This design comes from an exercise in tuning for small area, a short achievable clock period and few clock cycles on the open sky130 flow, not from production work. Where RTL was checked, it was by simulation tests only, not by an equivalence proof against the original. The RTL of runs 3 to 5 was laid out without a check of its function. Power figures rest on the tool's default switching activity, not on a simulated workload.

==> design/flow/design.v <==
`default_nettype none
package riscv_alu_pkg;
	localparam int XLEN = 32;
	function automatic logic [5:0] bit_len(input logic [XLEN-1:0] x);
		bit_len = '0;
		for (int i = 0; i < XLEN; i++) begin
			if (x[i]) bit_len = 6'(i + 1);
		end
	endfunction
	function automatic logic [5:0] first_one(input logic [XLEN-1:0] x);
		first_one = 6'd32;
		for (int i = XLEN - 1; i >= 0; i--) begin
			if (x[i]) first_one = 6'(i);
		end
	endfunction
endpackage
`default_nettype wire
`timescale 1ns/10ps
`default_nettype none
module riscv_alu_arith (
	input  logic [6:0]  op_i,
	input  logic [31:0] a_i,
	input  logic [31:0] b_i,
	input  logic [31:0] x_i,
	input  logic [31:0] y_i,
	input  logic        inv_i,
	input  logic        cin_i,
	output logic [31:0] sum_o,
	output logic        cout_o,
	output logic [31:0] p_o,           
	output logic [31:0] g_o,           
	output logic        cmp_o,
	output logic [31:0] minmax_o
);
	logic [31:0] yi;
	logic [31:0] p;
	logic [31:0] g;
	logic [31:0] gc;                   
	logic        ltu;
	logic        lt;
	logic        eq;
	assign yi = y_i ^ {32{inv_i}};
	assign p  = x_i ^ yi;
	assign g  = x_i & yi;
	always_comb begin
		logic [31:0] gt;
		logic [31:0] pt;
		logic [31:0] gn;
		logic [31:0] pn;
		gt = g;
		pt = p;
		gt[0] = g[0] | (p[0] & cin_i);
		for (int d = 1; d < 32; d = d * 2) begin
			gn = gt;
			pn = pt;
			for (int i = 0; i < 32; i++) begin
				if ((i / d) % 2 == 1) begin
					gn[i] = gt[i] | (pt[i] & gt[(i / d) * d - 1]);
					pn[i] = pt[i] & pt[(i / d) * d - 1];
				end
			end
			gt = gn;
			pt = pn;
		end
		gc = gt;
	end
	assign sum_o  = p ^ {gc[30:0], cin_i};
	assign cout_o = gc[31];
	assign p_o    = p;
	assign g_o    = g;
	assign ltu = ~gc[31];
	assign lt  = op_i[0] ? ltu : (ltu ^ a_i[31] ^ b_i[31]);
	assign eq  = &p;
	always_comb begin
		case (op_i[3:1])
			3'b000, 3'b001: cmp_o = lt;
			3'b010, 3'b011: cmp_o = lt | eq;
			3'b100:         cmp_o = ~(lt | eq);
			3'b101:         cmp_o = ~lt;
			default:        cmp_o = eq ^ op_i[0];
		endcase
	end
	assign minmax_o = (lt ^ op_i[1]) ? a_i : b_i;
endmodule
`default_nettype wire
`timescale 1ns/10ps
`default_nettype none
module riscv_alu_shifter (
	input  logic [6:0]  op_i,
	input  logic [31:0] a_i,
	input  logic [4:0]  amt_i,
	output logic [31:0] result_o
);
	logic        shift_left;
	logic        shift_arith;
	logic        rotate;
	logic [4:0]  r;
	logic [31:0] rot;
	logic [31:0] keep;
	logic        fill;
	assign shift_left  = ~op_i[4] & op_i[1] & op_i[0];
	assign shift_arith = ~op_i[4] & ~op_i[1] & ~op_i[0];
	assign rotate      = op_i[4] | (op_i[1] & ~op_i[0]);
	always_comb begin
		for (int i = 0; i < 5; i++) begin
			r[i] = amt_i[i] ^ (shift_left & ((amt_i & 5'((1 << i) - 1)) != 5'd0));
		end
	end
	always_comb begin
		rot = a_i;
		for (int k = 0; k < 5; k++) begin
			if (r[k]) begin
				rot = (rot >> (1 << k)) | (rot << (32 - (1 << k)));
			end
		end
	end
	always_comb begin
		for (int i = 0; i < 32; i++) begin
			keep[i] = rotate | (shift_left ? (5'(i) >= amt_i) : (5'(31 - i) >= amt_i));
		end
	end
	assign fill     = shift_arith & a_i[31];
	assign result_o = (rot & keep) | ({32{fill}} & ~keep);
endmodule
`default_nettype wire
`timescale 1ns/10ps
`default_nettype none
module riscv_alu_bit_count (
	input  logic [6:0]  op_i,
	input  logic [31:0] a_i,
	output logic [5:0]  count_o,
	output logic [5:0]  a_len_o
);
	logic [2:0]  c4  [8];
	logic [3:0]  c8  [4];
	logic [4:0]  c16 [2];
	logic [5:0]  popcnt;
	logic        inv;
	logic [5:0]  len;
	logic [5:0]  ff1;
	logic        a_zero;
	always_comb begin
		for (int i = 0; i < 8; i++) begin
			c4[i] = 3'(a_i[4*i]) + 3'(a_i[4*i+1]) + 3'(a_i[4*i+2]) + 3'(a_i[4*i+3]);
		end
		for (int i = 0; i < 4; i++) begin
			c8[i] = 4'(c4[2*i]) + 4'(c4[2*i+1]);
		end
		for (int i = 0; i < 2; i++) begin
			c16[i] = 5'(c8[2*i]) + 5'(c8[2*i+1]);
		end
		popcnt = 6'(c16[0]) + 6'(c16[1]);
	end
	assign inv    = a_i[31] & op_i[0] & ~(op_i[2] & op_i[1]);
	assign len    = riscv_alu_pkg::bit_len(a_i ^ {32{inv}});
	assign ff1    = riscv_alu_pkg::first_one(a_i);
	assign a_zero = ~|a_i;
	assign a_len_o = len + 6'(inv);
	always_comb begin
		case (op_i[1:0])
			2'b00:   count_o = popcnt;
			2'b01:   count_o = a_zero ? 6'd0 : {1'b0, ~len[4:0]};
			2'b10:   count_o = ff1;
			default: count_o = a_zero ? 6'd32 : len - 6'd1;
		endcase
	end
endmodule
`default_nettype wire
`timescale 1ns/10ps
`default_nettype none
module riscv_alu_div (
	input  logic        clk_i,
	input  logic        rst_n_i,
	input  logic        req_i,         
	input  logic        ex_ready_i,
	input  logic [6:0]  op_i,
	input  logic [31:0] a_i,
	input  logic [31:0] b_i,
	input  logic [5:0]  a_len_i,       
	input  logic [31:0] rot_i,         
	input  logic [31:0] sum_i,         
	input  logic        cout_i,
	output logic [4:0]  rot_amt_o,
	output logic        align_o,
	output logic [31:0] dvd_o,
	output logic        busy_o,
	output logic        done_o,
	output logic [31:0] x_o,           
	output logic        neg_b_o,       
	output logic        neg_res_o,
	output logic [31:0] result_o,
	output logic        ready_o
);
	logic        sgn;
	logic        neg_a;
	logic        neg_b;
	logic        b_zero;
	logic [5:0]  b_len;
	logic        fast;
	logic [5:0]  span;
	logic [31:0] top_mask;
	logic        start;
	logic        last;
	logic        align_q;
	logic        busy_q;
	logic        done_q;
	logic        sel_rem_q;
	logic        neg_b_q;
	logic        neg_res_q;
	logic [4:0]  cnt_q;
	logic [31:0] rem_q;
	logic [31:0] dvd_q;
	logic [31:0] p;
	logic        q;
	logic        neg_res;
	assign sgn    = op_i[0];
	assign neg_a  = sgn & a_i[31];
	assign neg_b  = sgn & b_i[31];
	assign b_zero = ~|b_i;
	assign b_len  = riscv_alu_pkg::bit_len(b_i ^ {32{neg_b}});
	assign fast = b_zero | (a_len_i < b_len);
	assign span = a_len_i - b_len + 6'd1;
	assign rot_amt_o = cnt_q;
	always_comb begin
		for (int i = 0; i < 32; i++) begin
			top_mask[i] = (cnt_q == 5'd0) || ((6'(i) + {1'b0, cnt_q}) >= 6'd32);
		end
	end
	assign start = req_i & ~fast & ~align_q & ~busy_q & ~done_q;
	assign last  = busy_q & (cnt_q == 5'd1);
	always_ff @(posedge clk_i or negedge rst_n_i) begin
		if (!rst_n_i) begin
			align_q <= 1'b0;
			busy_q  <= 1'b0;
			done_q  <= 1'b0;
		end else begin
			align_q <= start;
			if (align_q) begin
				busy_q <= 1'b1;
			end else if (last) begin
				busy_q <= 1'b0;
			end
			if (last) begin
				done_q <= 1'b1;
			end else if (ex_ready_i) begin
				done_q <= 1'b0;
			end
		end
	end
	assign p = {rem_q[30:0], dvd_q[31]};
	assign q = rem_q[31] | cout_i;
	always_ff @(posedge clk_i) begin
		if (busy_q) begin
			rem_q <= q ? sum_i : p;
			dvd_q <= {dvd_q[30:0], q};
			cnt_q <= cnt_q - 5'd1;
		end else if (align_q) begin
			rem_q <= rot_i & ~top_mask;
			dvd_q <= rot_i & top_mask;
		end else if (!done_q) begin
			dvd_q     <= sum_i ^ {32{neg_a}};
			cnt_q     <= (span[5] ? 5'd0 : span[4:0]);
			sel_rem_q <= op_i[1];
			neg_b_q   <= neg_b;
			neg_res_q <= neg_res;
		end
	end
	assign x_o     = busy_q ? p : (sel_rem_q ? rem_q : dvd_q);
	assign neg_res = sgn & a_i[31] & (op_i[1] | ~b_i[31]) | neg_b & ~op_i[1] & ~a_i[31];
	assign result_o = fast ? (op_i[1] ? a_i : {32{b_zero}}) : (sum_i ^ {32{neg_res_q}});
	assign ready_o   = done_q | (~busy_q & ~align_q & ~(req_i & ~fast));
	assign align_o   = align_q;
	assign dvd_o     = dvd_q;
	assign busy_o    = busy_q;
	assign done_o    = done_q;
	assign neg_b_o   = neg_b_q;
	assign neg_res_o = neg_res_q;
endmodule
`default_nettype wire
`timescale 1ns/10ps
`default_nettype none
module riscv_alu (
	input  logic                           clk_i,
	input  logic                           rst_n_i,
	input  logic                           enable_i,
	input  logic [6:0]                     operator_i,
	input  logic [31:0]                    operand_a_i,
	input  logic [31:0]                    operand_b_i,
	input  logic                           ex_ready_i,
	output logic [31:0]                    result_o,
	output logic                           comparison_result_o,
	output logic                           ready_o
);
	logic [6:0]  op;
	logic [31:0] a;
	logic [31:0] b;
	logic        g_cmp;
	logic        g_minmax;
	logic        g_and;
	logic        g_addsub;
	logic        g_shift;
	logic        g_or;
	logic        g_xor;
	logic        g_div;
	logic        g_count;
	logic        sub;
	logic        neg_a;
	logic [31:0] add_x;
	logic [31:0] add_y;
	logic        add_inv;
	logic        add_cin;
	logic [31:0] sum;
	logic        cout;
	logic [31:0] prop;
	logic [31:0] gen;
	logic        cmp;
	logic [31:0] minmax;
	logic [31:0] shift_in;
	logic [4:0]  shift_amt;
	logic [31:0] shift_result;
	logic [5:0]  count;
	logic [5:0]  a_len;
	logic [4:0]  rot_amt;
	logic        div_align;
	logic [31:0] div_dvd;
	logic        div_busy;
	logic        div_done;
	logic [31:0] div_x;
	logic        div_neg_b;
	logic        div_neg_res;
	logic [31:0] div_result;
	logic        div_ready;
	assign op = operator_i;
	assign a  = operand_a_i;
	assign b  = operand_b_i;
	assign g_cmp    = ~op[5] & ~op[4];
	assign g_minmax = ~op[5] &  op[4] & ~op[3] & ~op[2];
	assign g_and    = ~op[5] &  op[4] & ~op[3] &  op[2];
	assign g_addsub = ~op[5] &  op[4] &  op[3];
	assign g_shift  =  op[5] & ~op[4] & ~op[3];
	assign g_or     =  op[5] & ~op[4] &  op[3] & ~op[0];
	assign g_xor    =  op[5] & ~op[4] &  op[3] &  op[0];
	assign g_div    =  op[5] &  op[4] & ~op[2];
	assign g_count  =  op[5] &  op[4] &  op[2];
	assign sub   = ~op[5] & (~op[4] | (~op[3] & ~op[2]) | (op[3] & op[0]));
	assign neg_a = op[0] & a[31];
	assign add_x = (div_busy | div_done) ? div_x : a;
	assign add_y = (g_div & ~div_busy) ? 32'b0 : b;
	always_comb begin
		if (!g_div) begin
			add_inv = sub;
			add_cin = sub;
		end else if (div_busy) begin
			add_inv = ~div_neg_b;
			add_cin = ~div_neg_b;
		end else if (div_done) begin
			add_inv = div_neg_res;
			add_cin = 1'b0;
		end else begin
			add_inv = neg_a;
			add_cin = 1'b0;
		end
	end
	riscv_alu_arith arith_i (
		.op_i(op), .a_i(a), .b_i(b), .x_i(add_x), .y_i(add_y), .inv_i(add_inv),
		.cin_i(add_cin), .sum_o(sum), .cout_o(cout), .p_o(prop), .g_o(gen), .cmp_o(cmp),
		.minmax_o(minmax)
	);
	assign shift_in  = div_align ? div_dvd : a;
	assign shift_amt = div_align ? rot_amt : b[4:0];
	riscv_alu_shifter shifter_i (
		.op_i(op), .a_i(shift_in), .amt_i(shift_amt), .result_o(shift_result)
	);
	riscv_alu_bit_count bit_count_i (
		.op_i(op), .a_i(a), .count_o(count), .a_len_o(a_len)
	);
	riscv_alu_div div_i (
		.clk_i(clk_i), .rst_n_i(rst_n_i), .req_i(enable_i & g_div), .ex_ready_i(ex_ready_i),
		.op_i(op), .a_i(a), .b_i(b), .a_len_i(a_len), .rot_i(shift_result),
		.sum_i(sum), .cout_i(cout), .rot_amt_o(rot_amt), .align_o(div_align), .dvd_o(div_dvd), .busy_o(div_busy),
		.done_o(div_done), .x_o(div_x), .neg_b_o(div_neg_b), .neg_res_o(div_neg_res),
		.result_o(div_result), .ready_o(div_ready)
	);
	assign result_o =
		({32{g_cmp}}    & {31'b0, cmp}) |
		({32{g_minmax}} & minmax) |
		({32{g_and | g_or}} & gen) |
		({32{g_or | g_xor}} & prop) |
		({32{g_addsub}} & sum) |
		({32{g_shift}}  & shift_result) |
		({32{g_div}}    & div_result) |
		({32{g_count}}  & {26'b0, count});
	assign comparison_result_o = cmp;
	assign ready_o = div_ready;
endmodule
`default_nettype wire
==> design/flow/run.sh <==
#!/bin/bash
# synth_recipe.tcl (not shown) runs the flow's synth.tcl, then flattens the netlist and writes it again
# the make line also repeats each setting of config.mk as NAME=value (left out here)
make -C /OpenROAD-flow-scripts/flow DESIGN_CONFIG=/design/flow/config.mk WORK_HOME=/design/flow/orfs CLKGATE_MAP_FILE= SYNTH_SCRIPT=/design/flow/synth_recipe.tcl finish
==> design/flow/config.mk <==
export PLATFORM = sky130hd
export DESIGN_NAME = riscv_alu
export DESIGN_NICKNAME = riscv_alu
export VERILOG_FILES = /design/flow/design.v
export SDC_FILE = /design/flow/constraint.sdc
export NUM_CORES = 4
export LEC_CHECK = 0
export ABC_AREA = 1
export CAP_MARGIN = 20
export CORE_MARGIN = 2
export CORE_UTILIZATION = 40
export SETUP_SLACK_MARGIN = 5
export SLEW_MARGIN = 20
==> design/flow/constraint.sdc <==
create_clock -name core_clock -period 12.0 [get_ports {clk_i}]
set_input_delay 2.4000 -clock core_clock [delete_from_list [all_inputs] [get_ports {clk_i}]]
set_output_delay 2.4000 -clock core_clock [all_outputs]
set_load 0.01 [all_outputs]
==> results of run 1 <==
-- layer usage --
metal | part of all wire [%] | wire (microns)
met5 | 0.035 | 32
met4 | 8.1 | 7390
met3 | 15 | 13500
met2 | 39 | 35400
met1 | 38 | 34700
-- critical path, delay by kind of cell --
family / cells / cell delay [ns]
buffers and inverters: 10 / 1.22
xor gates and xnor gates: 1 / 0.15
adders and majority gates: 3 / 0.68
AOI/OAI and AO/OA: 6 / 1.07
and+or+nand+nor: 18 / 1.89
-- placed cells by master (no fill, tap or decap), drive strengths merged, types with 4 or more instances in the layout --
cell,Yosys,routed
nand2,659,664
inv,365,349
o21ai,315,315
buf,39,257
a21oi,202,202
nor2,198,198
nand3,129,129
xor2,110,110
ha,80,80
edfxtp,72,72
o211ai,50,50
o22ai,42,42
a31oi,40,40
fa,34,34
clkdlybuf4s50,0,31
nor3,27,27
o2111ai,21,21
o221ai,21,21
dlygate4sd2,0,20
a221oi,20,20
clkinvlp,0,16
clkinv,10,16
nand4,14,14
nor4,14,14
xnor2,14,14
clkbuf,110,14
nand3b,11,11
o31ai,11,11
clkdlybuf4s15,0,10
or2,9,9
diode,0,8
mux2i,7,7
o21bai,6,6
o311ai,6,6
a211oi,5,5
o32ai,4,4
-- kinds of logic after synthesis --
| family | share of synthesized area (%) |
|---|---|
| fa+ha+maj | 10.5 |
| buf+inv | 12.6 |
| mux | 0.507 |
| xor+xnor | 6.86 |
| simple gates | 27.3 |
| flops | 13.9 |
| compound gates | 28.3 |
-- power by group --
group	leakage [nW]	switching, mW	internal, mW
logic	8.31	2.71	1.49
registers	0.767	0.148	0.526
clock network	0.143	0.136	0.161
-- worst max path at each step --
stage / end / slack (ns) / cells past startpoint
6_report: result_o[3] / 2.17 / 38
5_1_grt: result_o[3] / 1.96 / 51
4_1_cts: result_o[3] / 2.38 / 22
3_3_place_gp: result_o[19] / 0.28 / 37
2_1_floorplan: result_o[19] / 3.17 / 47
3_5_place_dp: result_o[19] / 0.39 / 37
-- final cells by class --
cell class                      count  area (sq um)
Multi-Input combinational cell   2079         13000
Inverter                          375          1540
Sequential cell                    75          2240
Fill cell                        4067         19000
Timing Repair Buffer              325          2950
Antenna cell                        8          20.0
Clock inverter                      7          68.8
Clock buffer                        9           225
Tap cell                          525           657
-- registers in the layout, indices dropped and copies added (netlist names) --
name,flops
div_i.busy_q,1
div_i.neg_b_q,1
div_i.dvd_q,32
div_i.sel_rem_q,1
div_i.align_q,1
div_i.cnt_q,5
div_i.rem_q,32
div_i.done_q,1
div_i.neg_res_q,1
-- per-stage QoR --
| stage | util [%] | instances |
|---|---|---|
| 2_1_floorplan | - | 2673 |
| 3_5_place_dp | 45.6 | 3233 |
| 3_3_place_gp | 45.6 | 3233 |
| 5_1_grt | 52.1 | 3396 |
| 6_report | 52.1 | 3403 |
| 4_1_cts | 50.5 | 3365 |
-- what timing repair did --
item / in CTS / in global routing
gates resized for setup: 446 / 78
hold buffers: 0 / 0
setup buffers: 107 / 28
pin swaps: 91 / 48
cloned: 9 / 2
setup endpoints to repair: 84 / 43
==> results_dict.tcl, run 1 <==
set metrics [dict create \
    arrival_ns 7.43 \
    synth_largest_area_cell "nand2_1" \
    status "finished clean" \
    die_w_microns 204 \
    cp_slowest_cell "fa_2" \
    crit_type "in -> out" \
    cts_max_level 3 \
    synth-edff-count 72 \
    synth-seq-cells 75 \
    worstMarginPinSlew_ns 1.33 \
    initial_core_util_pct 40.5 \
    route.detailed.drc 0 \
    rows 73 \
    grt_pass1_wl_mm 129 \
    area_growth_pct 28.8 \
    syn_area_per_cell_sq_um 6.00 \
    grt_usage_pct 42.0 \
    tns_ns 0 \
    cp_max_fo 23 \
    finalHoldViolCount 0 \
    port_buffers 107 \
    synth_commonest_cells "nand2_1 (647), inv_1 (356), o21ai_0 (276), a21oi_1 (200), nor2_1 (197)" \
    period_share_pct 82.0 \
    gp_congestion 1.08 \
    period_needed_ns 9.83 \
    die_area_sq_mm 0.0417 \
    root_buffer "clkbuf_16" \
    grt_antenna_before_repair 5 \
    slew_viol_final 0 \
    start_kind "input port" \
    fin_nets 3054 \
    drtIter0Drc 3459 \
    grt_max_degree 55 \
    synth_fp_nets 2862 \
    ys.flop_type "edfxtp_1" \
    clkSinkCount 75 \
    grtUsageMet2_pct 58.4 \
    power_density_mw_per_mm2 251 \
    holdWs_ns 0.594 \
    place_ws_ns 0.389 \
    max_stage_delay_ns 0.33 \
    use_met1_pct 55.6 \
    slew_headroom_pct 10.4 \
    rsz0062_at_grt "true" \
    vias_per_cell 6.29 \
    min_path_type "reg -> reg" \
    top_usage_layer "met2" \
    clk_latency_ns 0.36 \
    wl_per_cell_microns 26.8 \
    crit_top_cell "nor2_1" \
    cts_tree "built" \
    grt_pass1_vias 19200 \
    syn-cell-area_sq_mm 0.0160 \
    cap_violations 0 \
    ir_drop_v 0.000153 \
    core_area_sq_mm 0.0396 \
    postLayoutCellArea_sq_mm 0.0207 \
    ys_async_sr_fraction_pct 4.00 \
    use_met3_pct 13.4 \
    worstReg2RegStart "div_i.busy_q" \
    yosysMostFrequentCell "nand2_1" \
    wirelength_mm 91.1 \
    p_leak_nw 9.22 \
    synth_warnings 8 \
    fin_total_pwr_mw 5.18 \
    synthDistinctLibCells 63 \
    cts_buffer_depth 2 \
    cp-startpoint "operand_a_i[31]" \
    hpwl_mm 66.6 \
    synth_cells 2673 \
    synth_top_area_share_pct 15.1 \
    grt.overflow.total 0 \
    finalSetupViolCount 0 \
    post_dp_cell_area_sq_mm 0.0181 \
    cp-end-kind "output pin" \
    rrSetupSlack_ns 5.69 \
    die_y_microns 204 \
    min_to "div_i.rem_q[19]" \
    worstHoldStart "div_i.rem_q[18]" \
    skew_ns 0.0151 \
    drive_gt1_share_pct 18.6 \
    min_path_cells 2 \
    seq_area_frac_synth_pct 13.9 \
    clk_pin_slew_ns 0.08 \
    synthTopCellsByArea "nand2_1 (15%), edfxtp_1 (13%), o21ai_0 (8.6%), inv_1 (8.3%), a21oi_1 (6.2%)" \
    via_count 21400 \
    drt-pass1-iter-count 8 \
    fmax_mhz 102 \
    pin_count 109 \
    worstRegToRegCells 27 \
    crit_required_ns 9.60 \
    fin_ws_ns 2.17 \
    ant_nets 0 \
    cts_buffers 9 \
    worst_r2r_endpoint "div_i.rem_q[6]" \
]
Testbench counts, summed over its fixed seeds: cycles 33,415.
==> inputs of run 2 (changes only) <==
--- a/design/flow/config.mk
+++ b/design/flow/config.mk
@@ -9,5 +9,5 @@
 export CAP_MARGIN = 20
 export CORE_MARGIN = 2
 export CORE_UTILIZATION = 40
-export SETUP_SLACK_MARGIN = 5
+export SETUP_SLACK_MARGIN = 3
 export SLEW_MARGIN = 20
==> run 2 against run 1 <==
  * Register-to-register slack got worse by 0.81 ns
  * Clock power barely moved
  * Clock skew fell by 0.0055 ns
  * Setup slack got worse by 0.048 ns
  * Non-clock buffer count fell by 44
  * Hold slack improved by 0.030 ns
  * Power fell by 6.9%
  * Count of clock-buffer cells in the layout rose by 1
  * Flip-flop and latch count did not move
  * Critical path type unchanged
  * First-iteration DRC count fell by 18%
  * Largest cell class unchanged
  * Cell area fell by 3.2%
  * Combinational power fell by 8.6%
==> results_dict.tcl, run 2 <==
set metrics [dict create \
    status "finished clean" \
    final_common_cell "nand2_1" \
    finalSetupViolCount 0 \
    die_y_microns 204 \
    cts_tree "built" \
    power_frac_seq_pct 14.0 \
    period_needed_ns 9.88 \
    path_buf_inv 7 \
    clkSinkCount 75 \
    synthTopCellsByArea "nand2_1 (15%), edfxtp_1 (13%), o21ai_0 (8.6%), inv_1 (8.3%), a21oi_1 (6.2%)" \
    cts_buffers 9 \
    syn_area_per_cell_sq_um 6.00 \
    synth_xor_area_share_pct 6.86 \
    wirelength_mm 87.5 \
    grt_pass1_wl_mm 126 \
    top_regs "div_i.dvd_q: 32 flops, div_i.rem_q: 32 flops, div_i.cnt_q: 5 flops" \
    skew_ns 0.00953 \
    pin_count 109 \
    instances_no_fill 3349 \
    synth_top_area_share_pct 15.1 \
    period_share_pct 82.4 \
    grt_pass1_vias 19200 \
    wl_per_cell_microns 26.1 \
    combPwrFrac_pct 79.9 \
    path_delay_family "simple AND/OR/NAND/NOR gates" \
    p_leak_nw 8.97 \
    power_density_mw_per_mm2 241 \
    core_area_sq_mm 0.0396 \
    slew_viol_final 0 \
    synth_top_family_by_area "compound AO/OA/AOI/OAI gates" \
    tns_ns 0 \
    hpwl_mm 64.3 \
    worstMarginPinSlew_ns 1.24 \
    synthMuxAreaShare_pct 0.507 \
    antenna_cells 0 \
    min_path_type "reg -> reg" \
    port_buffers 107 \
    clk_latency_ns 0.37 \
    via_count 20800 \
    seq_area_frac_synth_pct 13.9 \
    fin_nets 3008 \
    ys_async_sr_fraction_pct 4.00 \
    fin_ws_ns 2.12 \
    post_dp_cell_area_sq_mm 0.0178 \
    rows 73 \
    slew_headroom_pct 16.5 \
    crit_top_cell "nor2_1" \
    max_stage_delay_ns 0.34 \
    crit_required_ns 9.60 \
    clk_pin_slew_ns 0.06 \
    drt-pass1-iter-count 8 \
    final_core_util_pct 50.5 \
    synth_simple_gate_area_share_pct 27.3 \
    multi_input_area_sq_mm 0.0128 \
    finalHoldViolCount 0 \
    cp-end-kind "output pin" \
    synth_largest_area_cell "nand2_1" \
    synth-seq-cells 75 \
    die_w_microns 204 \
    syn-cell-area_sq_mm 0.0160 \
    cts_buffer_depth 2 \
    switchingPower_mw 2.78 \
    intPower_mw 2.04 \
    synth-edff-count 72 \
    gp_congestion 1.02 \
    root_buffer "clkbuf_16" \
    arrival_ns 7.48 \
    fmax_mhz 101 \
    fillers 4097 \
    crit_type "in -> out" \
    drive_gt1_share_pct 16.6 \
    synthAdderAreaFrac_pct 10.5 \
    swShare_pct 57.8 \
    grt_usage_pct 40.9 \
    postLayoutCellArea_sq_mm 0.0200 \
    synth_cells 2673 \
    worstReg2RegStart "div_i.busy_q" \
    yosysMostFrequentCell "nand2_1" \
    clkPwrFrac_pct 6.1 \
    grt_antenna_before_repair 0 \
    place_ws_ns 0.488 \
    synthDistinctLibCells 63 \
    synth_fp_nets 2862 \
    worstHoldStart "div_i.rem_q[26]" \
    route.detailed.drc 0 \
    holdWs_ns 0.624 \
    initial_core_util_pct 40.5 \
    cap_violations 0 \
    synth_commonest_cells "nand2_1 (647), inv_1 (356), o21ai_0 (276), a21oi_1 (200), nor2_1 (197)" \
    regArea_sq_mm 0.00224 \
    fin_total_pwr_mw 4.82 \
    vias_per_cell 6.22 \
    cp_slowest_cell "a211oi_2" \
    ir_drop_v 0.000126 \
    cts_max_level 3 \
    synth_compound_area_share_pct 28.3 \
    start_kind "input port" \
    area_growth_pct 24.7 \
    layout_common_cells "nand2_1 (630), inv_1 (329), o21ai_0 (256), nor2_1 (193), a21oi_1 (180)" \
    cp-startpoint "operator_i[0]" \
    grt_max_degree 81 \
    die_area_sq_mm 0.0417 \
    dp.cells 3225 \
    synth_warnings 8 \
    rsz0062_at_grt "true" \
    cp_max_fo 25 \
    grt.overflow.total 0 \
    ant_nets 0 \
    ys.flop_type "edfxtp_1" \
    drtIter0Drc 2843 \
]
-- run 2: timing repair --
| item | 4_1_cts | 5_1_grt |
|---|---|---|
| pin swaps | 102 | 42 |
| hold buffers | 0 | 0 |
| cloned | 6 | 1 |
| resized for setup | 496 | 49 |
| setup buffers | 85 | 14 |
| endpoints found under the setup margin | 34 | 34 |
| endpoints found under the hold margin | 0 | 0 |
-- run 2: logic make-up (layout without fill, tap and decap cells) --
group	after synthesis	after routing
compound gates	764	764
xor+xnor	124	124
fa+ha+maj	114	114
buf+inv	524	673
flops	75	75
mux	8	8
simple gates	1064	1066
-- run 2: worst reg2reg max path, delay by kind of cell, from the launching register on --
family / cells / cell delay, ns
buffers and inverters: 8 / 2.28
AOI/OAI and AO/OA: 10 / 1.57
DFF: 1 / 0.64
xor gates and xnor gates: 1 / 0.16
adders and majority gates: 1 / 0.31
and+or+nand+nor: 8 / 1.90
-- run 2: path summary, 6_finish.rpt --
kind | cells after the start | to | slack (ns)
setup / recovery | 35 | result_o[3] | 2.12
hold / removal | 2 | div_i.rem_q[27] | 0.62
setup reg to reg | 28 | div_i.rem_q[0] | 4.88
hold reg to reg | 2 | div_i.rem_q[27] | 0.62
max in group asynchronous | 1 | div_i.align_q | 9.59
min in group asynchronous | 1 | div_i.busy_q | 2.23
-- run 2: area by class of cell --
cell class                      count  area share, %
Clock inverter                      6          0.331
Timing Repair inverter              1         0.0813
Tap cell                          525           3.28
Multi-Input combinational cell   2076           63.7
Timing Repair Buffer              281           12.9
Clock buffer                       10           1.14
Sequential cell                    75           11.2
Inverter                          375           7.34
-- run 2: power by group through the flow --
stage	clock (mW)	sequential (mW)	combinational, mW
finish	0.296	0.674	3.85
global placement	0	0.666	3.22
floorplan	0	0.599	2.22
CTS	0.296	0.664	3.65
global route	0.304	0.683	4.14
detailed placement	0	0.667	3.26
-- run 2: per-layer routing --
metal	wire length [microns]	GRT usage (%)	part of all wire, %
met1	34100	53.9	39
met2	35500	59.5	41
met3	11000	9.69	13
met4	6850	26.3	7.8
met5	0	0	0
==> inputs of run 3 (changes only) <==
--- a/design/flow/design.v
+++ b/design/flow/design.v
@@ -1,17 +1,28 @@
 `default_nettype none
 package riscv_alu_pkg;
 	localparam int XLEN = 32;
-	function automatic logic [5:0] bit_len(input logic [XLEN-1:0] x);
-		bit_len = '0;
-		for (int i = 0; i < XLEN; i++) begin
-			if (x[i]) bit_len = 6'(i + 1);
+	function automatic logic [4:0] set_index32(input logic [31:0] x, input logic lowest);
+		logic [31:0] w;
+		w = x;
+		for (int k = 4; k >= 0; k--) begin
+			logic upper;
+			if (lowest) begin
+				upper = ((w & ((32'd1 << (1 << k)) - 32'd1)) == 32'd0);
+			end else begin
+				upper = ((w >> (1 << k)) != 32'd0);
+			end
+			set_index32[k] = upper;
+			if (upper) begin
+				w = w >> (1 << k);
+			end
+			w = w & ((32'd1 << (1 << k)) - 32'd1);
 		end
 	endfunction
+	function automatic logic [5:0] bit_len(input logic [XLEN-1:0] x);
+		bit_len = x[31] ? 6'd32 : {1'b0, set_index32({x[30:0], 1'b1}, 1'b0)};
+	endfunction
 	function automatic logic [5:0] first_one(input logic [XLEN-1:0] x);
-		first_one = 6'd32;
-		for (int i = XLEN - 1; i >= 0; i--) begin
-			if (x[i]) first_one = 6'(i);
-		end
+		first_one = (x == 32'd0) ? 6'd32 : {1'b0, set_index32(x, 1'b1)};
 	endfunction
 endpackage
 `default_nettype wire
==> run 3 against run 2 <==
  * Non-clock buffer count is 31 higher
  * Cell area is 3.7% higher
  * Hold slack worse by 0.0028 ns
  * Die area is 1.6% higher
  * Fmax is 1.6% lower
  * Flip-flop and latch count stayed put
  * Register-to-register slack better by 1.6 ns
  * Global-route usage is 2.4 points higher
  * Largest cell class unchanged
==> results_dict.tcl, run 3 <==
set metrics [dict create \
    slew_viol_final 0 \
    hpwl_mm 69.0 \
    synth_warnings 8 \
    grt_antenna_before_repair 6 \
    grt_pass1_vias 19800 \
    ant_nets 0 \
    syn-cell-area_sq_mm 0.0163 \
    drt-pass1-iter-count 8 \
    holdWs_ns 0.621 \
    gp_congestion 1.02 \
    path_cells "clkdlybuf4s15_2 > inv_1 > fa_2 > inv_2 > ha_4 > fa_1 > fa_1 > fa_1 > fa_1 > fa_2 > fa_2 > nand2_2 > nand2_2 > a21oi_2 > xor2_1 > o22ai_1 > a311oi_1 > o21ai_1 > buf_2" \
    grt_usage_pct 43.3 \
    synth_top_area_share_pct 16.3 \
    synth-edff-count 72 \
    synth_largest_area_cell "nand2_1" \
    area_growth_pct 27.2 \
    cp_slowest_cell "fa_2" \
    p_leak_nw 9.30 \
    layout_common_cells "nand2_1 (669), inv_1 (264), o21ai_0 (259), nor2_1 (190), a21oi_1 (167)" \
    power_density_mw_per_mm2 245 \
    via_count 21800 \
    status "finished clean" \
    start_kind "input port" \
    path_buf_inv 4 \
    rows 73 \
    top_regs "div_i.dvd_q: 32 flops, div_i.rem_q: 32 flops, div_i.cnt_q: 5 flops" \
    initial_core_util_pct 40.8 \
    skew_ns 0.0103 \
    period_share_pct 83.7 \
    synth_cells 2764 \
    core_area_sq_mm 0.0400 \
    clkPwrFrac_pct 6.6 \
    syn_area_per_cell_sq_um 5.90 \
    use_met3_pct 16.3 \
    slew_headroom_pct 24.8 \
    cp_max_fo 4 \
    swShare_pct 59.6 \
    wirelength_mm 93.7 \
    final_common_cell "nand2_1" \
    cts_buffers 9 \
    synth-seq-cells 75 \
    ys.flop_type "edfxtp_1" \
    synth_commonest_cells "nand2_1 (709), inv_1 (299), o21ai_0 (271), nor2_1 (202), a21oi_1 (197)" \
    die_y_microns 206 \
    wl_per_cell_microns 27.0 \
    power_frac_seq_pct 13.1 \
    worstMarginPinSlew_ns 1.12 \
    crit_top_cell "fa_1" \
    intPower_mw 2.05 \
    crit_type "in -> out" \
    tns_ns 0 \
    cts_buffer_depth 2 \
    cp-end-kind "output pin" \
    combPwrFrac_pct 80.3 \
    use_met1_pct 56.8 \
    ys_async_sr_fraction_pct 4.00 \
    period_needed_ns 10.04 \
    route.detailed.drc 0 \
    port_buffers 107 \
    synth_fp_nets 2952 \
    max_stage_delay_ns 0.54 \
    place_ws_ns 0.641 \
    yosysMostFrequentCell "nand2_1" \
    seq_area_frac_synth_pct 13.7 \
    grtUsageMet2_pct 60.3 \
    clkSinkCount 75 \
    switchingPower_mw 3.03 \
    die_area_sq_mm 0.0424 \
    fin_ws_ns 1.96 \
    grt_max_degree 78 \
    die_w_microns 206 \
    cts_max_level 3 \
    drtIter0Drc 3250 \
    root_buffer "clkbuf_16" \
    clk_pin_slew_ns 0.07 \
    fmax_mhz 99.6 \
    final_core_util_pct 51.9 \
    clk_latency_ns 0.36 \
    crit_required_ns 9.60 \
    pin_count 109 \
    finalHoldViolCount 0 \
    path_delay_family "adder cells" \
    vias_per_cell 6.30 \
    grt.overflow.total 0 \
    cts_tree "built" \
    synthDistinctLibCells 57 \
    top_usage_layer "met2" \
    fin_nets 3123 \
    finalSetupViolCount 0 \
    cap_violations 0 \
    grt_pass1_wl_mm 133 \
    drive_gt1_share_pct 19.2 \
    arrival_ns 7.64 \
    rsz0062_at_grt "true" \
    min_path_type "reg -> reg" \
    ir_drop_v 0.000208 \
    synthTopCellsByArea "nand2_1 (16%), edfxtp_1 (13%), o21ai_0 (8.3%), inv_1 (6.9%), ha_1 (6.2%)" \
]
-- run 3: area by class of cell --
type	count	area (sq um)
antenna	2	5.00
clock buffer	10	229
clock inverter	6	113
fill	4100	19300
inverter	336	1350
multi-input combinational	2200	13200
sequential	75	2240
tap	525	657
timing repair buffer	312	2910
timing repair inverter	1	8.76
-- run 3: final timing paths --
path | startpoint | end | slack, ns | depth (start not counted)
max | operand_a_i[15] | result_o[4] | 1.96 | 19
min | div_i.dvd_q[17] | div_i.dvd_q[18] | 0.62 | 2
max reg2reg | div_i.busy_q | div_i.dvd_q[23] | 6.46 | 27
min reg2reg | div_i.dvd_q[17] | div_i.dvd_q[18] | 0.62 | 2
max in group asynchronous | rst_n_i | div_i.align_q | 9.64 | 1
min in group asynchronous | rst_n_i | div_i.done_q | 2.21 | 1
-- run 3: power by group through the flow --
stage	registers (mW)	clock network, mW	logic (mW)
after floorplan	0.596	0	2.34
after global placement	0.659	0	3.50
after detailed placement	0.659	0	3.53
after CTS	0.656	0.329	3.78
after global routing	0.674	0.334	4.34
final	0.665	0.333	4.08
-- run 3: worst reg2reg max path, cell delays in order, from the launching register on --
cell       delay, ns
dfrtp_2         0.60
inv_2           0.58
nor2_1          0.22
nor2_1          0.18
a21oi_2         0.08
o21ai_4         0.31
buf_4           0.18
clkbuf_16       0.17
xor2_1          0.17
ha_2            0.34
nand3b_1        0.12
nand3_2         0.13
nand2_1         0.10
nand4_1         0.17
a21oi_2         0.28
o21ai_4         0.11
buf_4           0.19
a21boi_1        0.21
nor2_1          0.09
o21ai_1         0.27
nand2_1         0.09
nand2_1         0.09
nand2_1         0.06
xnor2_1         0.20
inv_1           0.12
nand2_1         0.07
nand3_1         0.09
a21oi_1         0.18
-- run 3: metrics by stage --
stage | power [mW] | instances | cell area (sq um)
after floorplan | 2.94 | 2764 | 16500
after global placement | 4.15 | 3331 | 18300
after detailed placement | 4.19 | 3331 | 18300
after CTS | 4.77 | 3447 | 20400
after global routing | 5.34 | 3465 | 20700
final | 5.08 | 3467 | 20700
-- run 3: what timing repair did --
item / 4_1_cts / 5_1_grt
pin swaps: 128 / 53
hold buffers: 0 / 0
setup endpoints to repair: 34 / 34
buffers inserted: 85 / 15
gates resized for setup: 466 / 68
cloned: 15 / 3
-- run 3: cell families (layout without fill, tap and decap cells) --
kind of cell    Yosys count  in the layout  synth area share [%]
flops                    75             75                  13.7
buf+inv                 496            665                  11.8
simple gates           1169           1176                  30.1
compound gates          807            807                  28.6
xor+xnor                 98             98                  5.26
fa+ha+maj               113            113                  10.1
other cells               0              2                     0
mux                       6              6                 0.368
-- run 3: per-layer routing --
metal  up-vias  routed length, microns
met5         -                     101
met4        10                    6460
met3       299                   14300
met2      1664                   36600
met1     10100                   36200
li1       9736                       -
==> inputs of run 4 (changes only) <==
--- a/design/flow/design.v
+++ b/design/flow/design.v
@@ -142,26 +142,71 @@
 	output logic [5:0]  count_o,
 	output logic [5:0]  a_len_o
 );
-	logic [2:0]  c4  [8];
-	logic [3:0]  c8  [4];
-	logic [4:0]  c16 [2];
 	logic [5:0]  popcnt;
 	logic        inv;
 	logic [5:0]  len;
 	logic [5:0]  ff1;
 	logic        a_zero;
-	always_comb begin
-		for (int i = 0; i < 8; i++) begin
-			c4[i] = 3'(a_i[4*i]) + 3'(a_i[4*i+1]) + 3'(a_i[4*i+2]) + 3'(a_i[4*i+3]);
-		end
-		for (int i = 0; i < 4; i++) begin
-			c8[i] = 4'(c4[2*i]) + 4'(c4[2*i+1]);
-		end
-		for (int i = 0; i < 2; i++) begin
-			c16[i] = 5'(c8[2*i]) + 5'(c8[2*i+1]);
-		end
-		popcnt = 6'(c16[0]) + 6'(c16[1]);
-	end
+	logic pc_1, pc_2, pc_3, pc_4, pc_5, pc_6, pc_7, pc_8, pc_9, pc_10, pc_11, pc_12, pc_13, pc_14, pc_15, pc_16, pc_17, pc_18, pc_19, pc_20, pc_21, pc_22, pc_23, pc_24, pc_25, pc_26, pc_27, pc_28, pc_29, pc_30, pc_31, pc_32, pc_33, pc_34, pc_35, pc_36, pc_37, pc_38, pc_39, pc_40, pc_41, pc_42, pc_43, pc_44, pc_45, pc_46, pc_47, pc_48, pc_49, pc_50, pc_51, pc_52, pc_53, pc_54, pc_55, pc_56, pc_57, pc_58;
+	assign pc_1 = a_i[0] ^ a_i[1] ^ a_i[2];
+	assign pc_2 = (a_i[0] & a_i[1]) | (a_i[0] & a_i[2]) | (a_i[1] & a_i[2]);
+	assign pc_3 = a_i[3] ^ a_i[4] ^ a_i[5];
+	assign pc_4 = (a_i[3] & a_i[4]) | (a_i[3] & a_i[5]) | (a_i[4] & a_i[5]);
+	assign pc_5 = a_i[6] ^ a_i[7] ^ a_i[8];
+	assign pc_6 = (a_i[6] & a_i[7]) | (a_i[6] & a_i[8]) | (a_i[7] & a_i[8]);
+	assign pc_7 = a_i[9] ^ a_i[10] ^ a_i[11];
+	assign pc_8 = (a_i[9] & a_i[10]) | (a_i[9] & a_i[11]) | (a_i[10] & a_i[11]);
+	assign pc_9 = a_i[12] ^ a_i[13] ^ a_i[14];
+	assign pc_10 = (a_i[12] & a_i[13]) | (a_i[12] & a_i[14]) | (a_i[13] & a_i[14]);
+	assign pc_11 = a_i[15] ^ a_i[16] ^ a_i[17];
+	assign pc_12 = (a_i[15] & a_i[16]) | (a_i[15] & a_i[17]) | (a_i[16] & a_i[17]);
+	assign pc_13 = a_i[18] ^ a_i[19] ^ a_i[20];
+	assign pc_14 = (a_i[18] & a_i[19]) | (a_i[18] & a_i[20]) | (a_i[19] & a_i[20]);
+	assign pc_15 = a_i[21] ^ a_i[22] ^ a_i[23];
+	assign pc_16 = (a_i[21] & a_i[22]) | (a_i[21] & a_i[23]) | (a_i[22] & a_i[23]);
+	assign pc_17 = a_i[24] ^ a_i[25] ^ a_i[26];
+	assign pc_18 = (a_i[24] & a_i[25]) | (a_i[24] & a_i[26]) | (a_i[25] & a_i[26]);
+	assign pc_19 = a_i[27] ^ a_i[28] ^ a_i[29];
+	assign pc_20 = (a_i[27] & a_i[28]) | (a_i[27] & a_i[29]) | (a_i[28] & a_i[29]);
+	assign pc_21 = a_i[30] ^ a_i[31];
+	assign pc_22 = a_i[30] & a_i[31];
+	assign pc_23 = pc_1 ^ pc_3 ^ pc_5;
+	assign pc_24 = (pc_1 & pc_3) | (pc_1 & pc_5) | (pc_3 & pc_5);
+	assign pc_25 = pc_7 ^ pc_9 ^ pc_11;
+	assign pc_26 = (pc_7 & pc_9) | (pc_7 & pc_11) | (pc_9 & pc_11);
+	assign pc_27 = pc_13 ^ pc_15 ^ pc_17;
+	assign pc_28 = (pc_13 & pc_15) | (pc_13 & pc_17) | (pc_15 & pc_17);
+	assign pc_29 = pc_19 ^ pc_21;
+	assign pc_30 = pc_19 & pc_21;
+	assign pc_31 = pc_2 ^ pc_4 ^ pc_6;
+	assign pc_32 = (pc_2 & pc_4) | (pc_2 & pc_6) | (pc_4 & pc_6);
+	assign pc_33 = pc_8 ^ pc_10 ^ pc_12;
+	assign pc_34 = (pc_8 & pc_10) | (pc_8 & pc_12) | (pc_10 & pc_12);
+	assign pc_35 = pc_14 ^ pc_16 ^ pc_18;
+	assign pc_36 = (pc_14 & pc_16) | (pc_14 & pc_18) | (pc_16 & pc_18);
+	assign pc_37 = pc_20 ^ pc_22;
+	assign pc_38 = pc_20 & pc_22;
+	assign pc_39 = pc_23 ^ pc_25 ^ pc_27;
+	assign pc_40 = (pc_23 & pc_25) | (pc_23 & pc_27) | (pc_25 & pc_27);
+	assign pc_41 = pc_24 ^ pc_26 ^ pc_28;
+	assign pc_42 = (pc_24 & pc_26) | (pc_24 & pc_28) | (pc_26 & pc_28);
+	assign pc_43 = pc_30 ^ pc_31 ^ pc_33;
+	assign pc_44 = (pc_30 & pc_31) | (pc_30 & pc_33) | (pc_31 & pc_33);
+	assign pc_45 = pc_35 ^ pc_37;
+	assign pc_46 = pc_35 & pc_37;
+	assign pc_47 = pc_32 ^ pc_34 ^ pc_36;
+	assign pc_48 = (pc_32 & pc_34) | (pc_32 & pc_36) | (pc_34 & pc_36);
+	assign pc_49 = pc_40 ^ pc_41 ^ pc_43;
+	assign pc_50 = (pc_40 & pc_41) | (pc_40 & pc_43) | (pc_41 & pc_43);
+	assign pc_51 = pc_42 ^ pc_44 ^ pc_46;
+	assign pc_52 = (pc_42 & pc_44) | (pc_42 & pc_46) | (pc_44 & pc_46);
+	assign pc_53 = pc_47 ^ pc_38;
+	assign pc_54 = pc_47 & pc_38;
+	assign pc_55 = pc_50 ^ pc_51 ^ pc_53;
+	assign pc_56 = (pc_50 & pc_51) | (pc_50 & pc_53) | (pc_51 & pc_53);
+	assign pc_57 = pc_52 ^ pc_54 ^ pc_48;
+	assign pc_58 = (pc_52 & pc_54) | (pc_52 & pc_48) | (pc_54 & pc_48);
+	assign popcnt = {1'b0 , pc_58 , pc_56 , pc_55 , pc_49 , pc_39} + {1'b0 , 1'b0 , pc_57 , 1'b0 , pc_45 , pc_29};
 	assign inv    = a_i[31] & op_i[0] & ~(op_i[2] & op_i[1]);
 	assign len    = riscv_alu_pkg::bit_len(a_i ^ {32{inv}});
 	assign ff1    = riscv_alu_pkg::first_one(a_i);
==> run 4 against run 3 <==
  * Global-route usage up 1.5 points
  * Hold slack worse by 0.013 ns
  * Setup slack better by 0.18 ns
  * Register-to-register slack worse by 0.38 ns
==> results_dict.tcl, run 4 <==
set metrics [dict create \
    top_regs "div_i.dvd_q: 32 flops, div_i.rem_q: 32 flops, div_i.cnt_q: 5 flops" \
    clk_latency_ns 0.36 \
    final_core_util_pct 52.1 \
    ys.flop_type "edfxtp_1" \
    grt_pass1_wl_mm 135 \
    via_count 21600 \
    rows 73 \
    finalHoldViolCount 0 \
    post_dp_cell_area_sq_mm 0.0180 \
    grt_max_degree 65 \
    port_buffers 107 \
    grt_pass1_vias 19500 \
    syn_area_per_cell_sq_um 5.93 \
    synth_largest_area_cell "nand2_1" \
    fin_nets 3064 \
    cp_num_cells 42 \
    worstMarginPinSlew_ns 1.21 \
    cp_slowest_cell "fa_2" \
    rsz0062_at_grt "true" \
    grt.overflow.total 0 \
    area_growth_pct 28.3 \
    layout_common_cells "nand2_1 (665), inv_1 (301), o21ai_0 (283), nor2_1 (190), a21oi_1 (140)" \
    syn-cell-area_sq_mm 0.0162 \
    wirelength_mm 96.3 \
    fin_total_pwr_mw 4.87 \
    gp_congestion 1.04 \
    worstRegToRegCells 20 \
    route.detailed.drc 0 \
    path_delay_family "simple AND/OR/NAND/NOR gates" \
    cts_buffer_depth 2 \
    skew_ns 0.0124 \
    seq_area_frac_synth_pct 13.8 \
    die_w_microns 205 \
    cp_max_fo 8 \
    drt-pass1-iter-count 8 \
    cts_buffers 9 \
    dp.cells 3289 \
    cts_max_level 3 \
    ir_drop_v 0.000180 \
    yosysMostFrequentCell "nand2_1" \
    max_stage_delay_ns 0.34 \
    tns_ns 0 \
    min_path_cells 2 \
    ant_nets 0 \
    synth_cells 2723 \
    cap_violations 0 \
    crit_type "in -> out" \
    arrival_ns 7.46 \
    fmax_mhz 101 \
    postLayoutCellArea_sq_mm 0.0207 \
    cp-end-kind "output pin" \
    instances_no_fill 3418 \
    power_density_mw_per_mm2 235 \
    root_buffer "clkbuf_16" \
    slew_headroom_pct 18.6 \
    synth_fp_nets 2902 \
    crit_top_cell "nor2_4" \
    p_leak_nw 9.31 \
    drtIter0Drc 3278 \
    grt_usage_pct 44.7 \
    clkSinkCount 75 \
    synthDistinctLibCells 63 \
    status "finished clean" \
    period_needed_ns 9.86 \
    start_kind "input port" \
    path_buf_inv 10 \
    min_path_type "reg -> reg" \
    synth-edff-count 72 \
    synth_warnings 5 \
    vias_per_cell 6.31 \
    period_share_pct 82.2 \
    cts_tree "built" \
    synthTopCellsByArea "nand2_1 (16%), edfxtp_1 (13%), o21ai_0 (9.4%), inv_1 (7.3%), ha_1 (5.4%)" \
    final_common_cell "nand2_1" \
    synth_top_area_share_pct 16.4 \
    grt_antenna_before_repair 2 \
    clk_pin_slew_ns 0.07 \
    synth_commonest_cells "nand2_1 (708), inv_1 (314), o21ai_0 (304), nor2_1 (206), a21oi_1 (168)" \
    synth-seq-cells 75 \
    drive_gt1_share_pct 18.6 \
    wl_per_cell_microns 28.2 \
    initial_core_util_pct 40.6 \
    die_y_microns 205 \
    finalSetupViolCount 0 \
    slew_viol_final 0 \
    die_area_sq_mm 0.0420 \
    hpwl_mm 71.4 \
    crit_required_ns 9.60 \
    core_area_sq_mm 0.0398 \
    ys_async_sr_fraction_pct 4.00 \
    pin_count 109 \
]
==> run 4: cell count changes after synthesis, moves of 7 or more <==
cell	delta
o21ai_0	+33
ha_1	-11
buf_2	+9
o31ai_1	-22
a21oi_1	-29
inv_1	+15
o21ai_1	-57
o221ai_1	+10
clkbuf_1	-15
nand3_1	+23
o32ai_1	-7
inv_2	-10
o22ai_1	+9
==> run 4: per-stage QoR <==
step                setup WS, ns  hold WS (ns)
global placement           0.424         0.576
global route                1.93         0.656
finish                      2.14         0.608
detailed placement         0.398         0.588
CTS                         2.21         0.603
floorplan                   3.02         0.549
==> run 4: worst register-to-register path, delay by kind of cell, from the launching register on <==
family	cells	cell delay [ns]
flops	1	0.36
fa+ha+maj	1	0.43
simple gates	6	0.84
compound gates	6	1.78
buf+inv	7	2.34
==> run 4: cells by family (layout without fill, tap and decap cells) <==
kind of cell	after synthesis	in the layout	synth area share, %
compound gates	753	753	27.2
fa+ha+maj	104	104	9.63
buf+inv	490	652	11.8
mux	10	10	0.651
flops	75	75	13.8
xor+xnor	95	95	5.38
other cells	0	4	0
simple gates	1196	1200	31.4
==> run 4: worst paths after layout <==
check	startpoint	endpoint	slack, ns
min	div_i.dvd_q[1]	div_i.dvd_q[2]	0.61
max	operand_a_i[31]	result_o[19]	2.14
max in group asynchronous	rst_n_i	div_i.align_q	9.56
min reg2reg	div_i.dvd_q[1]	div_i.dvd_q[2]	0.61
max reg2reg	div_i.busy_q	div_i.rem_q[30]	6.08
min in group asynchronous	rst_n_i	div_i.done_q	2.25
==> run 4: per-layer routing <==
| metal | up-vias | track usage [%] | routed length [microns] |
|---|---|---|---|
| met2 | 1541 | 62.5 | 38000 |
| li1 | 9560 | - | - |
| met5 | - | 0 | 57 |
| met4 | 2 | 33.0 | 9020 |
| met3 | 395 | 13.8 | 12400 |
| met1 | 10100 | 57.6 | 36800 |
==> run 4: layout make-up <==
class,instances,area [sq um]
Clock buffer,9,225
Multi-Input combinational cell,2162,13300
Antenna cell,4,10.0
Timing Repair inverter,1,11.3
Clock inverter,6,91.3
Inverter,336,1310
Sequential cell,75,2240
Timing Repair Buffer,300,2890
Tap cell,525,657
Fill cell,4132,19100
==> run 4: what timing repair did <==
action | in CTS | in global routing
resized for setup | 394 | 162
endpoints found under the setup margin | 34 | 34
pin swaps | 106 | 81
setup buffers | 76 | 22
hold buffers | 0 | 0
cloned | 11 | 1
==> run 4: report_power, final <==
group          switching, mW  internal [mW]
Sequential             0.133          0.526
Combinational           2.63           1.27
Clock                  0.127          0.182
Total                   2.89           1.98
==> inputs of run 5 (changes only) <==
--- a/design/flow/design.v
+++ b/design/flow/design.v
@@ -1,28 +1,17 @@
 `default_nettype none
 package riscv_alu_pkg;
 	localparam int XLEN = 32;
-	function automatic logic [4:0] set_index32(input logic [31:0] x, input logic lowest);
-		logic [31:0] w;
-		w = x;
-		for (int k = 4; k >= 0; k--) begin
-			logic upper;
-			if (lowest) begin
-				upper = ((w & ((32'd1 << (1 << k)) - 32'd1)) == 32'd0);
-			end else begin
-				upper = ((w >> (1 << k)) != 32'd0);
-			end
-			set_index32[k] = upper;
-			if (upper) begin
-				w = w >> (1 << k);
-			end
-			w = w & ((32'd1 << (1 << k)) - 32'd1);
-		end
-	endfunction
 	function automatic logic [5:0] bit_len(input logic [XLEN-1:0] x);
-		bit_len = x[31] ? 6'd32 : {1'b0, set_index32({x[30:0], 1'b1}, 1'b0)};
+		bit_len = '0;
+		for (int i = 0; i < XLEN; i++) begin
+			if (x[i]) bit_len = 6'(i + 1);
+		end
 	endfunction
 	function automatic logic [5:0] first_one(input logic [XLEN-1:0] x);
-		first_one = (x == 32'd0) ? 6'd32 : {1'b0, set_index32(x, 1'b1)};
+		first_one = 6'd32;
+		for (int i = XLEN - 1; i >= 0; i--) begin
+			if (x[i]) first_one = 6'(i);
+		end
 	endfunction
 endpackage
 `default_nettype wire
==> run 5 against run 4 <==
  * Still clean on timing, DRC and antenna
  * Flip-flop and latch count is the same
  * Register-to-register slack lost 0.42 ns
  * Wire length fell by 6.7%
  * Sequential power increased by 4.6%
  * Largest power group unchanged
  * Highest routed layer unchanged
==> results_dict.tcl, run 5 <==
set metrics [dict create \
    status "finished clean" \
    post_dp_cell_area_sq_mm 0.0177 \
    pin_count 109 \
    initial_core_util_pct 40.3 \
    ys_async_sr_fraction_pct 4.00 \
    p_leak_nw 8.61 \
    syn_area_per_cell_sq_um 5.98 \
    grt_antenna_before_repair 1 \
    arrival_ns 7.28 \
    power_density_mw_per_mm2 253 \
    grt_pass1_wl_mm 128 \
    grt.overflow.total 0 \
    ir_drop_v 0.000199 \
    wirelength_mm 89.8 \
    drt-pass1-iter-count 8 \
    yosysMostFrequentCell "nand2_1" \
    wl_per_cell_microns 27.1 \
    clk_pin_slew_ns 0.06 \
    seq_area_frac_synth_pct 14.1 \
    clk_latency_ns 0.35 \
    path_buf_inv 9 \
    synthTopCellsByArea "nand2_1 (16%), edfxtp_1 (14%), o21ai_0 (10%), inv_1 (7.6%), a21oi_1 (6.3%)" \
    fin_nets 2960 \
    gp_congestion 1.07 \
    rows 73 \
    fin_total_pwr_mw 4.91 \
    finalSetupViolCount 0 \
    crit_required_ns 9.60 \
    synth_warnings 5 \
    ctsHoldBuffers 0 \
    top_regs "div_i.dvd_q: 32 flops, div_i.rem_q: 32 flops, div_i.cnt_q: 5 flops" \
    grt_max_degree 70 \
    drive_gt1_share_pct 14.2 \
    synth-seq-cells 75 \
    period_needed_ns 9.68 \
    root_buffer "clkbuf_16" \
    synth_fp_nets 2837 \
    period_share_pct 80.6 \
    grt_pass1_vias 18800 \
    fmax_mhz 103 \
    port_buffers 107 \
    skew_ns 0.00769 \
    cts_buffer_depth 2 \
    area_growth_pct 22.3 \
    ys.flop_type "edfxtp_1" \
    instances_no_fill 3316 \
    dp.cells 3224 \
    hpwl_mm 68.6 \
    max_stage_delay_ns 0.38 \
    ant_nets 0 \
    die_w_microns 203 \
    cap_violations 0 \
    synth_top_area_share_pct 15.8 \
    layout_common_cells "nand2_1 (660), inv_1 (303), o21ai_0 (297), nor2_1 (188), a21oi_1 (185)" \
    crit_top_cell "nand2_1" \
    cts_buffers 9 \
    path_delay_family "simple AND/OR/NAND/NOR gates" \
    slew_viol_final 0 \
    cp_slowest_cell "fa_2" \
    min_path_type "reg -> reg" \
    start_kind "input port" \
    rsz0062_at_grt "true" \
    synth_largest_area_cell "nand2_1" \
    final_core_util_pct 49.3 \
    tns_ns 0 \
    core_area_sq_mm 0.0395 \
    cp_max_fo 6 \
    clkSinkCount 75 \
    postLayoutCellArea_sq_mm 0.0195 \
    grt_usage_pct 42.4 \
    synth-edff-count 72 \
    worstMarginPinSlew_ns 1.28 \
    crit_type "in -> out" \
    cts_tree "built" \
    slew_headroom_pct 13.5 \
    synth_cells 2662 \
    synth_commonest_cells "nand2_1 (671), inv_1 (321), o21ai_0 (318), a21oi_1 (199), nor2_1 (191)" \
    syn-cell-area_sq_mm 0.0159 \
    drtIter0Drc 2840 \
    cp-end-kind "output pin" \
    final_common_cell "nand2_1" \
    cts_max_level 3 \
    route.detailed.drc 0 \
    vias_per_cell 6.24 \
    die_area_sq_mm 0.0414 \
    synthDistinctLibCells 60 \
    finalHoldViolCount 0 \
    die_y_microns 203 \
    via_count 20700 \
]
==> run 5: cell count changes in the layout (fill, tap and decap cells not counted), moves of 16 or more <==
cell     change
a21oi_1     +45
nand3_1     -42
nand2_2     -33
xor2_1      +26
o31ai_1     +17
buf_6       -16
==> run 5: layout make-up <==
class / count / area (sq um)
clock buffers: 10 / 229
clock inverters: 6 / 80.1
repair inverters: 2 / 22.5
well taps: 525 / 657
diodes: 1 / 2.50
repair buffers: 264 / 2380
fillers: 4196 / 20000
flip-flops and latches: 75 / 2240
inverters: 342 / 1350
multi-input cells: 2091 / 12500
==> run 5: power by group <==
part | leakage, nW | total, mW | internal [mW] | switching, mW
Clock | 0.148 | 0.299 | 0.181 | 0.118
Sequential | 0.764 | 0.689 | 0.524 | 0.164
Combinational | 7.70 | 3.93 | 1.26 | 2.67
==> run 5: worst register-to-register path, delay by kind of cell, from the launching register on <==
family                   cells  cell delay [ns]
XOR/XNOR                     1             0.18
flip-flops                   1             0.77
adder cells (fa/ha/maj)      2             0.78
buffers and inverters        4             1.72
AND/OR/NAND/NOR             11             1.47
AO/OA/AOI/OAI                7             1.14
==> run 5: what timing repair did <==
item                                    4_1_cts  5_1_grt
buffers inserted                             54       10
cloned                                        8        2
endpoints found under the setup margin       34       34
pin swaps                                    62       33
gates resized for setup                     373       51
==> run 5: through the flow <==
stage	setup slack, ns	hold WS (ns)
after global placement	0.624	0.626
after floorplan	3.03	0.556
after detailed placement	0.659	0.627
after global routing	1.98	0.677
after CTS	2.37	0.646
final	2.32	0.650
==> run 5: final timing paths <==
check | from | end | slack [ns] | depth (start not counted)
worst max register to register | div_i.busy_q | div_i.rem_q[4] | 5.66 | 25
worst max-delay path | operand_a_i[8] | result_o[18] | 2.32 | 47
max in group asynchronous | rst_n_i | div_i.align_q | 9.60 | 1
min in group asynchronous | rst_n_i | div_i.busy_q | 2.22 | 1
worst min-delay path | div_i.rem_q[3] | div_i.rem_q[4] | 0.65 | 2
worst min register to register | div_i.rem_q[3] | div_i.rem_q[4] | 0.65 | 2
==> run 5: kinds of logic (layout without fill, tap and decap cells) <==
logic type,count (synthesis),after routing,share of synthesized area (%)
compound gates,799,800,29.3
xor+xnor,118,118,6.73
fa+ha+maj,100,100,9.47
buf+inv,499,624,12.3
flops,75,75,14.1
mux,7,7,0.440
other cells,0,1,0
simple gates,1064,1066,27.6
==> run 5: routing by layer <==
metal | up-vias | global-route usage, % | wire length, microns
li1 | 9278 | - | -
met1 | 9714 | 57.6 | 35300
met2 | 1445 | 60.4 | 36100
met3 | 236 | 12.1 | 12300
met4 | 4 | 22.5 | 5950
met5 | - | 0 | 102

## port drivers added, routing unchanged
In the flow no input, the clock included, has a driving cell. The finished layouts below were timed again as built, in two steps. Step 1 assumes that a clkbuf_16 drives the clock port and a buf_2 every other input. Step 2, shift: input delay + t, output delay - t, t = (earliest + latest rising clock arrival at the registers) / 2. This alone moves slack from input paths to output paths. a / b / c = ideal / step 1 / step 2; a / b = the first two.
run | t, ns | setup WS [ns] | worst setup path after step 2 | clock arrival spread, ns | cell pins on the clock port's net
run 1 | 0.391 | 2.166 / 2.118 / 2.118 | input to output | 0.015 / 0.015 | 1
run 2 | 0.410 | 2.118 / 2.056 / 2.056 | input to output | 0.010 / 0.010 | 1
run 3 | 0.403 | 1.959 / 1.912 / 1.912 | input to output | 0.010 / 0.010 | 1
run 4 | 0.404 | 2.137 / 2.101 / 2.101 | input to output | 0.012 / 0.012 | 1
run 5 | 0.393 | 2.323 / 2.291 / 2.291 | input to output | 0.008 / 0.007 | 1
After both steps every run listed still meets setup and hold. The setup slack of run 2, which loses most, moves by -0.062 ns with the drivers and by -0.062 ns with both steps.
